From an optimization exercise on the open Yosys and OpenROAD flow, aimed at small area, a short achievable clock period and few clock cycles; shortcuts taken in it are not production practice.
The RTL was checked by simulation tests, not by an equivalence proof against the original design.

==> 12-23: inputs <==
// postfix_stack_evaluator_core
module postfix_stack_evaluator_core #(
  parameter int STACK_DEPTH = pse_pkg::STACK_DEPTH_DEF
) (
  input  logic                          clk,
  input  logic                          rst,
  input  logic                          s_tvalid,
  output logic                          s_tready,
  input  logic [pse_pkg::S_DATA_W-1:0]  s_tdata,    
  input  logic                          s_tlast,    
  output logic                          m_tvalid,
  input  logic                          m_tready,
  output logic [pse_pkg::M_DATA_W-1:0]  m_tdata,    
  output logic                          m_tlast     
);
==> flow/config.mk <==
export PLATFORM = sky130hd
export DESIGN_NAME = postfix_stack_evaluator_core
export DESIGN_NICKNAME = postfix_stack_evaluator_core
export VERILOG_FILES = /design/flow/design.v
export SDC_FILE = /design/flow/constraint.sdc
export NUM_CORES = 4
export LEC_CHECK = 0
export CAP_MARGIN = 20
export CORE_MARGIN = 2
export CORE_UTILIZATION = 55
export SETUP_SLACK_MARGIN = 2.0
export SLEW_MARGIN = 20
export SYNTH_MEMORY_MAX_BITS = 8192
==> flow/constraint.sdc <==
create_clock -name core_clock -period 7.0 [get_ports {clk}]
set_input_delay 1.4000 -clock core_clock [delete_from_list [all_inputs] [get_ports {clk}]]
set_output_delay 1.4000 -clock core_clock [all_outputs]
set_load 0.01 [all_outputs]
run.sh (not shown) runs the stock make flow with config.mk's settings and CLKGATE_MAP_FILE= SYNTH_SCRIPT=/design/flow/synth_recipe.tcl, a recipe that flattens the netlist after the stock synthesis.
==> 04-25: changes against 12-23 <==
--- a/flow/design.v
+++ b/flow/design.v
@@ -3502,11 +3502,11 @@
   logic [39:0] r8_w;
   logic [40:0] r8_t [1:7];
   logic [7:1]  r8_g;
   logic [7:0]  r8_sel;
   logic [36:0] r8_r;
-  logic [2:0]  r8_d;
+  logic [2:0]  r8_d, r8_dm;
   logic [39:0] r8_m [1:7];
   assign r8_m[1] = {3'b000, d_b1, 5'd0};
   assign r8_m[2] = {2'b00, d_b1, 6'd0};
   assign r8_m[3] = {1'b0, d_b3, 5'd0};
   assign r8_m[4] = {1'b0, d_b1, 7'd0};
@@ -3526,26 +3526,29 @@
     r8_sel[7] = r8_g[7];
     r8_r = {37{r8_sel[0]}} & r8_w[36:0];
     for (int j = 1; j <= 7; j++) begin
       r8_r = r8_r | ({37{r8_sel[j]}} & r8_t[j][36:0]);
     end
-    r8_d[2] = r8_g[4];
-    r8_d[1] = (r8_g[2] && !r8_g[4]) || r8_g[6];
-    r8_d[0] = (r8_g[1] && !r8_g[2]) || (r8_g[3] && !r8_g[4]) || (r8_g[5] && !r8_g[6]) || r8_g[7];
+    r8_d[0]  = r8_sel[1] || r8_sel[3] || r8_sel[5] || r8_sel[7];
+    r8_d[1]  = r8_sel[2] || r8_sel[3] || r8_sel[6] || r8_sel[7];
+    r8_d[2]  = r8_sel[4] || r8_sel[5] || r8_sel[6] || r8_sel[7];
+    r8_dm[0] = r8_sel[2] || r8_sel[4] || r8_sel[6];
+    r8_dm[1] = r8_sel[3] || r8_sel[4] || r8_sel[7];
+    r8_dm[2] = r8_sel[5] || r8_sel[6] || r8_sel[7];
   end
   logic [31:0] q_n, qm_n;
   logic [31:0] div_res, div_sat;
   assign q_n     = {d_q[28:0], r8_d};
-  assign qm_n    = r8_g[1] ? {d_q[28:0], r8_d - 3'd1} : {d_qm[28:0], 3'b111};
+  assign qm_n    = r8_g[1] ? {d_q[28:0], r8_dm} : {d_qm[28:0], 3'b111};
   assign div_res = d_neg ? ~qm_n : q_n;
   assign div_sat = d_sat ? (d_neg ? SAT_MIN : SAT_MAX) : 32'd0;
   always_ff @(posedge clk) begin
+    d_a  <= abs_nos;
+    d_b  <= abs_tos;
+    lz_a <= lz32(abs_nos);
+    lz_b <= lz32(abs_tos);
     if (xs == X_RUN) begin
-      d_a   <= abs_nos;
-      d_b   <= abs_tos;
-      lz_a  <= lz32(abs_nos);
-      lz_b  <= lz32(abs_tos);
       d_neg <= nos[31] ^ tos[31];
     end
     case (xs)
       X_DNORM: begin
         d_sat   <= (d_a[31:15] >= d_b[16:0]) && (d_b[31:17] == '0);
--- a/flow/config.mk
+++ b/flow/config.mk
@@ -6,8 +6,9 @@
 export NUM_CORES = 4
 export LEC_CHECK = 0
 export CAP_MARGIN = 20
 export CORE_MARGIN = 2
 export CORE_UTILIZATION = 55
-export SETUP_SLACK_MARGIN = 2.0
+export CTS_BUF_LIST = sky130_fd_sc_hd__clkbuf_8
+export SETUP_SLACK_MARGIN = 3.0
 export SLEW_MARGIN = 20
 export SYNTH_MEMORY_MAX_BITS = 8192
==> flow_summary_export.csv <==
group,metric,value,unit
final_layout,inverters,766,
drt,wl_per_cell,34.6,um
setup_path,cp.arrival,5900,ps
yosys,avgSynthCellArea,16.0,um2
die,die-area,410000,um2
status,status,"timing/DRC/antenna clean",
final_layout,multi_input_area,88200,um2
yosys,synth_compound_area_share,7.01,%
yosys,netlist-cell-type-count,97,
global_route,grt_pass1_wl,1030,mm
The numbers above come from 04-25.

==> flow_summary_export.csv <==
group,metric,value,unit
yosys,netlist-cell-type-count,121,
final_layout,inverters,768,
yosys,synth_compound_area_share,6.97,%
status,status,"timing/DRC/antenna clean",
global_route,grt_pass1_wl,974,mm
yosys,synth_common_cells,"edfxtp_1 (4,471), mux4_2 (1,317), xnor2_1 (812)",
timing,maxSlewViolCount,0,
final_layout,multi_input_area,82700,um2
The numbers above come from 12-23.

Testbench counts of 12-23, summed over its fixed seeds: cycles 19,624.
Testbench counts of 04-25, summed over its fixed seeds: cycles 19,624.

---

==> 03-23: inputs <==
Another version of the RTL of postfix_stack_evaluator_core (not shown whole).
Design postfix_stack_evaluator_core, start of the top module:
module postfix_stack_evaluator_core #(
  parameter int STACK_DEPTH = pse_pkg::STACK_DEPTH_DEF
) (
  input  logic                          clk,
  input  logic                          rst,
  input  logic                          s_tvalid,
  output logic                          s_tready,
  input  logic [pse_pkg::S_DATA_W-1:0]  s_tdata,    
  input  logic                          s_tlast,    
  output logic                          m_tvalid,
  input  logic                          m_tready,
  output logic [pse_pkg::M_DATA_W-1:0]  m_tdata,    
  output logic                          m_tlast     
);
  localparam int CW = $clog2(STACK_DEPTH + 1);
  localparam int AW = $clog2(STACK_DEPTH);
  localparam logic [31:0] SAT_MAX = 32'h7FFF_FFFF;
  localparam logic [31:0] SAT_MIN = 32'h8000_0000;
  typedef enum logic [2:0] {
    X_RUN,
    X_MUL,
    X_DNORM,
    X_DITER,
    X_DFIN
  } xstate_t;
  function automatic logic [1:0] lz2(input logic [1:0] v);
    lz2 = v[1] ? 2'd0 : (v[0] ? 2'd1 : 2'd2);
  endfunction
  function automatic logic [2:0] lz4(input logic [3:0] v);
    logic [1:0] h, l;
    h = lz2(v[3:2]);
    l = lz2(v[1:0]);
    lz4 = h[1] ? {l[1], ~l[1], l[0]} : {1'b0, h};
  endfunction
  function automatic logic [3:0] lz8(input logic [7:0] v);
    logic [2:0] h, l;
    h = lz4(v[7:4]);
    l = lz4(v[3:0]);
    lz8 = h[2] ? {l[2], ~l[2], l[1:0]} : {1'b0, h};
  endfunction
  function automatic logic [4:0] lz16(input logic [15:0] v);
    logic [3:0] h, l;
    h = lz8(v[15:8]);
    l = lz8(v[7:0]);
  ...
clock: 7.0 ns
lec_check: 0
cap_margin: 20
core_margin: 2
core_utilization: 40
setup_slack_margin: 2.5
slew_margin: 20
synth_memory_max_bits: 8192
==> inputs of 09-17, as changes to 03-23 <==
--- a/flow/design.v
+++ b/flow/design.v
@@ -37,21 +37,40 @@
   input  logic             clk,
   input  logic             wr_en,
   input  logic [AW-1:0]    wr_addr,
   input  logic [WIDTH-1:0] wr_data,
   input  logic [AW-1:0]    rd_addr,
   output logic [WIDTH-1:0] rd_data
 );
+  localparam int NG = (DEPTH + 3) / 4;
   logic [WIDTH-1:0] mem [DEPTH];
+  logic [WIDTH-1:0] grp [NG];
+  logic [NG-1:0]    gsel;
   always_ff @(posedge clk) begin
-    if (wr_en) begin
-      mem[wr_addr] <= wr_data;
+    for (int i = 0; i < DEPTH; i++) begin
+      if (wr_en && (wr_addr == AW'(i))) begin
+        mem[i] <= wr_data;
+      end
+    end
+  end
+  always_comb begin
+    for (int g = 0; g < NG; g++) begin
+      grp[g] = '0;
+      for (int j = 0; j < 4; j++) begin
+        if ((4 * g + j < DEPTH) && (rd_addr[1:0] == 2'(j))) begin
+          grp[g] = mem[(4 * g + j < DEPTH) ? (4 * g + j) : 0];
+        end
+      end
+      gsel[g] = (rd_addr[AW-1:2] == (AW-2)'(g));
+    end
+    rd_data = '0;
+    for (int g = 0; g < NG; g++) begin
+      rd_data = rd_data | ({WIDTH{gsel[g]}} & grp[g]);
     end
   end
-  assign rd_data = (rd_addr < AW'(DEPTH)) ? mem[rd_addr] : '0;
 endmodule
 module pse_mul_tree (
   input  logic [31:0] x,
   input  logic [31:0] y,
   output logic [63:0] sum_o,
   output logic [63:0] carry_o
 );
@@ -3410,16 +3429,17 @@
   logic [63:0]                  ms, mc;
   logic [31:0]                  d_a, d_b;
   logic [5:0]                   lz_a, lz_b;
   logic                         d_neg;
   logic                         d_sat;
   logic                         d_first;
   logic [36:0]                  d_r;        
-  logic [36:0]                  d_b1;       
-  logic [39:0]                  d_b3, d_b5, d_b7;
+  logic [31:0]                  d_b1;       
+  logic [33:0]                  d_b3;       
+  logic [34:0]                  d_b5, d_b7;
   logic [31:0]                  d_q;
   logic [31:0]                  d_qm;       
   logic [3:0]                   d_it;
   logic is_push, is_addsub, is_mul, is_div, is_arith, is_inv;
   logic full, ge2;
   logic ok_push, ok_addsub, ok_mul, ok_div;
   logic take, start_op, emit, pop, fin;
@@ -3499,23 +3519,23 @@
     end
   end
   logic [39:0] r8_w;
   logic [40:0] r8_t [1:7];
   logic [7:1]  r8_g;
   logic [7:0]  r8_sel;
   logic [36:0] r8_r;
-  logic [2:0]  r8_d;
+  logic [2:0]  r8_d, r8_dm;
   logic [39:0] r8_m [1:7];
-  assign r8_m[1] = {3'b000, d_b1};
-  assign r8_m[2] = {2'b00, d_b1, 1'b0};
-  assign r8_m[3] = d_b3;
-  assign r8_m[4] = {1'b0, d_b1, 2'b00};
-  assign r8_m[5] = d_b5;
-  assign r8_m[6] = {d_b3[38:0], 1'b0};
-  assign r8_m[7] = d_b7;
+  assign r8_m[1] = {3'b000, d_b1, 5'd0};
+  assign r8_m[2] = {2'b00, d_b1, 6'd0};
+  assign r8_m[3] = {1'b0, d_b3, 5'd0};
+  assign r8_m[4] = {1'b0, d_b1, 7'd0};
+  assign r8_m[5] = {d_b5, 5'd0};
+  assign r8_m[6] = {d_b3, 6'd0};
+  assign r8_m[7] = {d_b7, 5'd0};
   assign r8_w = {d_r, 3'b000};
   always_comb begin
     for (int j = 1; j <= 7; j++) begin
       r8_t[j] = {1'b0, r8_w} - {1'b0, r8_m[j]};
       r8_g[j] = !r8_t[j][40] && (!d_first || (j == 1));
     end
     r8_sel[0] = !r8_g[1];
@@ -3523,50 +3543,53 @@
       r8_sel[j] = r8_g[j] && !r8_g[j+1];
     end
     r8_sel[7] = r8_g[7];
     r8_r = {37{r8_sel[0]}} & r8_w[36:0];
     for (int j = 1; j <= 7; j++) begin
       r8_r = r8_r | ({37{r8_sel[j]}} & r8_t[j][36:0]);
     end
-    r8_d[2] = r8_g[4];
-    r8_d[1] = (r8_g[2] && !r8_g[4]) || r8_g[6];
-    r8_d[0] = (r8_g[1] && !r8_g[2]) || (r8_g[3] && !r8_g[4]) || (r8_g[5] && !r8_g[6]) || r8_g[7];
+    r8_d[0]  = r8_sel[1] || r8_sel[3] || r8_sel[5] || r8_sel[7];
+    r8_d[1]  = r8_sel[2] || r8_sel[3] || r8_sel[6] || r8_sel[7];
+    r8_d[2]  = r8_sel[4] || r8_sel[5] || r8_sel[6] || r8_sel[7];
+    r8_dm[0] = r8_sel[2] || r8_sel[4] || r8_sel[6];
+    r8_dm[1] = r8_sel[3] || r8_sel[4] || r8_sel[7];
+    r8_dm[2] = r8_sel[5] || r8_sel[6] || r8_sel[7];
   end
   logic [31:0] q_n, qm_n;
   logic [31:0] div_res, div_sat;
   assign q_n     = {d_q[28:0], r8_d};
-  assign qm_n    = (r8_d != 3'd0) ? {d_q[28:0], r8_d - 3'd1} : {d_qm[28:0], 3'b111};
+  assign qm_n    = r8_g[1] ? {d_q[28:0], r8_dm} : {d_qm[28:0], 3'b111};
   assign div_res = d_neg ? ~qm_n : q_n;
   assign div_sat = d_sat ? (d_neg ? SAT_MIN : SAT_MAX) : 32'd0;
   always_ff @(posedge clk) begin
+    d_a  <= abs_nos;
+    d_b  <= abs_tos;
+    lz_a <= lz32(abs_nos);
+    lz_b <= lz32(abs_tos);
     if (xs == X_RUN) begin
-      d_a   <= abs_nos;
-      d_b   <= abs_tos;
-      lz_a  <= lz32(abs_nos);
-      lz_b  <= lz32(abs_tos);
       d_neg <= nos[31] ^ tos[31];
     end
     case (xs)
       X_DNORM: begin
         d_sat   <= (d_a[31:15] >= d_b[16:0]) && (d_b[31:17] == '0);
         d_first <= 1'b1;
         case (k_sh)
           2'd2:    d_r <= {3'b000, a_norm, 2'b00};
           2'd1:    d_r <= {4'b0000, a_norm, 1'b0};
           default: d_r <= {5'b00000, a_norm};
         endcase
-        d_b1    <= {b_norm, 5'b00000};
+        d_b1    <= b_norm;
         d_q     <= '0;
         d_qm    <= '1;
         d_it    <= k_steps;
       end
       X_DITER: if (!d_last || room) begin
         d_first <= 1'b0;
         if (d_first) begin
-          d_b3 <= {3'b000, d_b1} + {2'b00, d_b1, 1'b0};
+          d_b3 <= {2'b00, d_b1} + {1'b0, d_b1, 1'b0};
           d_b5 <= {3'b000, d_b1} + {1'b0, d_b1, 2'b00};
           d_b7 <= {d_b1, 3'b000} - {3'b000, d_b1};
         end
         d_r  <= r8_r;
         d_q  <= q_n;
         d_qm <= qm_n;
         d_it <= d_it - 4'd1;
==> flow/config.mk (replaced) <==
export PLATFORM = sky130hd
export DESIGN_NAME = postfix_stack_evaluator_core
export DESIGN_NICKNAME = postfix_stack_evaluator_core
export VERILOG_FILES = /design/flow/design.v
export SDC_FILE = /design/flow/constraint.sdc
export NUM_CORES = 4
export LEC_CHECK = 0
export CAP_MARGIN = 20
export CORE_MARGIN = 2
export CORE_UTILIZATION = 60
export CTS_BUF_LIST = sky130_fd_sc_hd__clkbuf_8
export SETUP_SLACK_MARGIN = 2.5
export SLEW_MARGIN = 20
export SYNTH_MEMORY_MAX_BITS = 8192
==> notes.md <==
- Wire length: 09-17 is larger than 03-23 (about 30%).
- Clock-buffer cell count: 09-17 is higher than 03-23 (160).
- In 09-17 the first-iteration DRC count is higher than in 03-23, by 95%.
- Against 09-17, the synthesized cell count of 03-23 is lower by 12%.
- Die area: 09-17 is lower than 03-23 (34%).
- In cell count, 09-17 and 03-23 hardly differ.
==> figures <==
item                                                                03-23             09-17
Post-synthesis cell type count                                        115               116
Result of the run                                timing/DRC/antenna clean  timing/DRC/antenna clean
Number of flops mapped to enable cells by yosys                     4,471             4,395
Half-perimeter wire length after detailed placement            414,800 um        547,300 um
Fraction of area in multi-input gates                              32.31%            32.72%
Placement row count                                                   274               223
Min-Delay Endpoint                                     rp[6]$_SDFFE_PP1N_  d_r[4]$_DFFE_PP_
Fraction of area in clock buffers and inverters                    5.805%            5.246%
Netlist area before placement                                 223,000 um2       221,500 um2
End of the worst register-to-register path           hd[22]$_SDFFCE_PP0P_    ms[35]$_DFF_P_
Sequential-to-total area share from yosys stat                     61.69%            61.69%
Final WL                                                       679,400 um        879,900 um
Repair and plain buffers                                            1,031             1,412
GRT Resource Usage Total                                           23.62%            46.40%
Testbench counts of 03-23, summed over its fixed seeds: cycles 19,624.
Testbench counts of 09-17, summed over its fixed seeds: cycles 19,624.

-- afterwards: timing with drivers on the ports --
The results above use ideal ports. As a check the final layouts listed here were re-extracted and re-timed, cells and wires unchanged. Step 1, drivers: a clkbuf_16 drives clk and a buf_2 each remaining input, both assumed. Step 2 moves the port delays by t, midway between the first and last clock arrival at a register: inputs arrive t later, outputs are due t later. That takes back most of the time a late clock gives input paths. a / b / c = ideal / step 1 / step 2; a / b = the first two.
run	t, ns	setup slack, ns	worst hold slack (ns)	worst setup path after step 2	worst slew at a driven data input, ns
12-23	1.116	1.961 / 1.961 / 1.229	0.539 / 0.539 / 0.539	input to register	0.04
04-25	1.337	2.185 / 2.185 / 1.646	0.515 / 0.515 / 0.515	input to register	0.07
03-23	1.117	1.486 / 1.486 / 1.486	0.532 / 0.532 / 0.532	register to register	0.12
09-17	1.395	2.016 / 2.016 / 1.595	0.552 / 0.552 / 0.552	input to register	0.04
After both steps every run listed still meets setup and hold. The setup slack of 12-23, which loses most, moves by 0.000 ns with the drivers and by -0.732 ns with both steps.
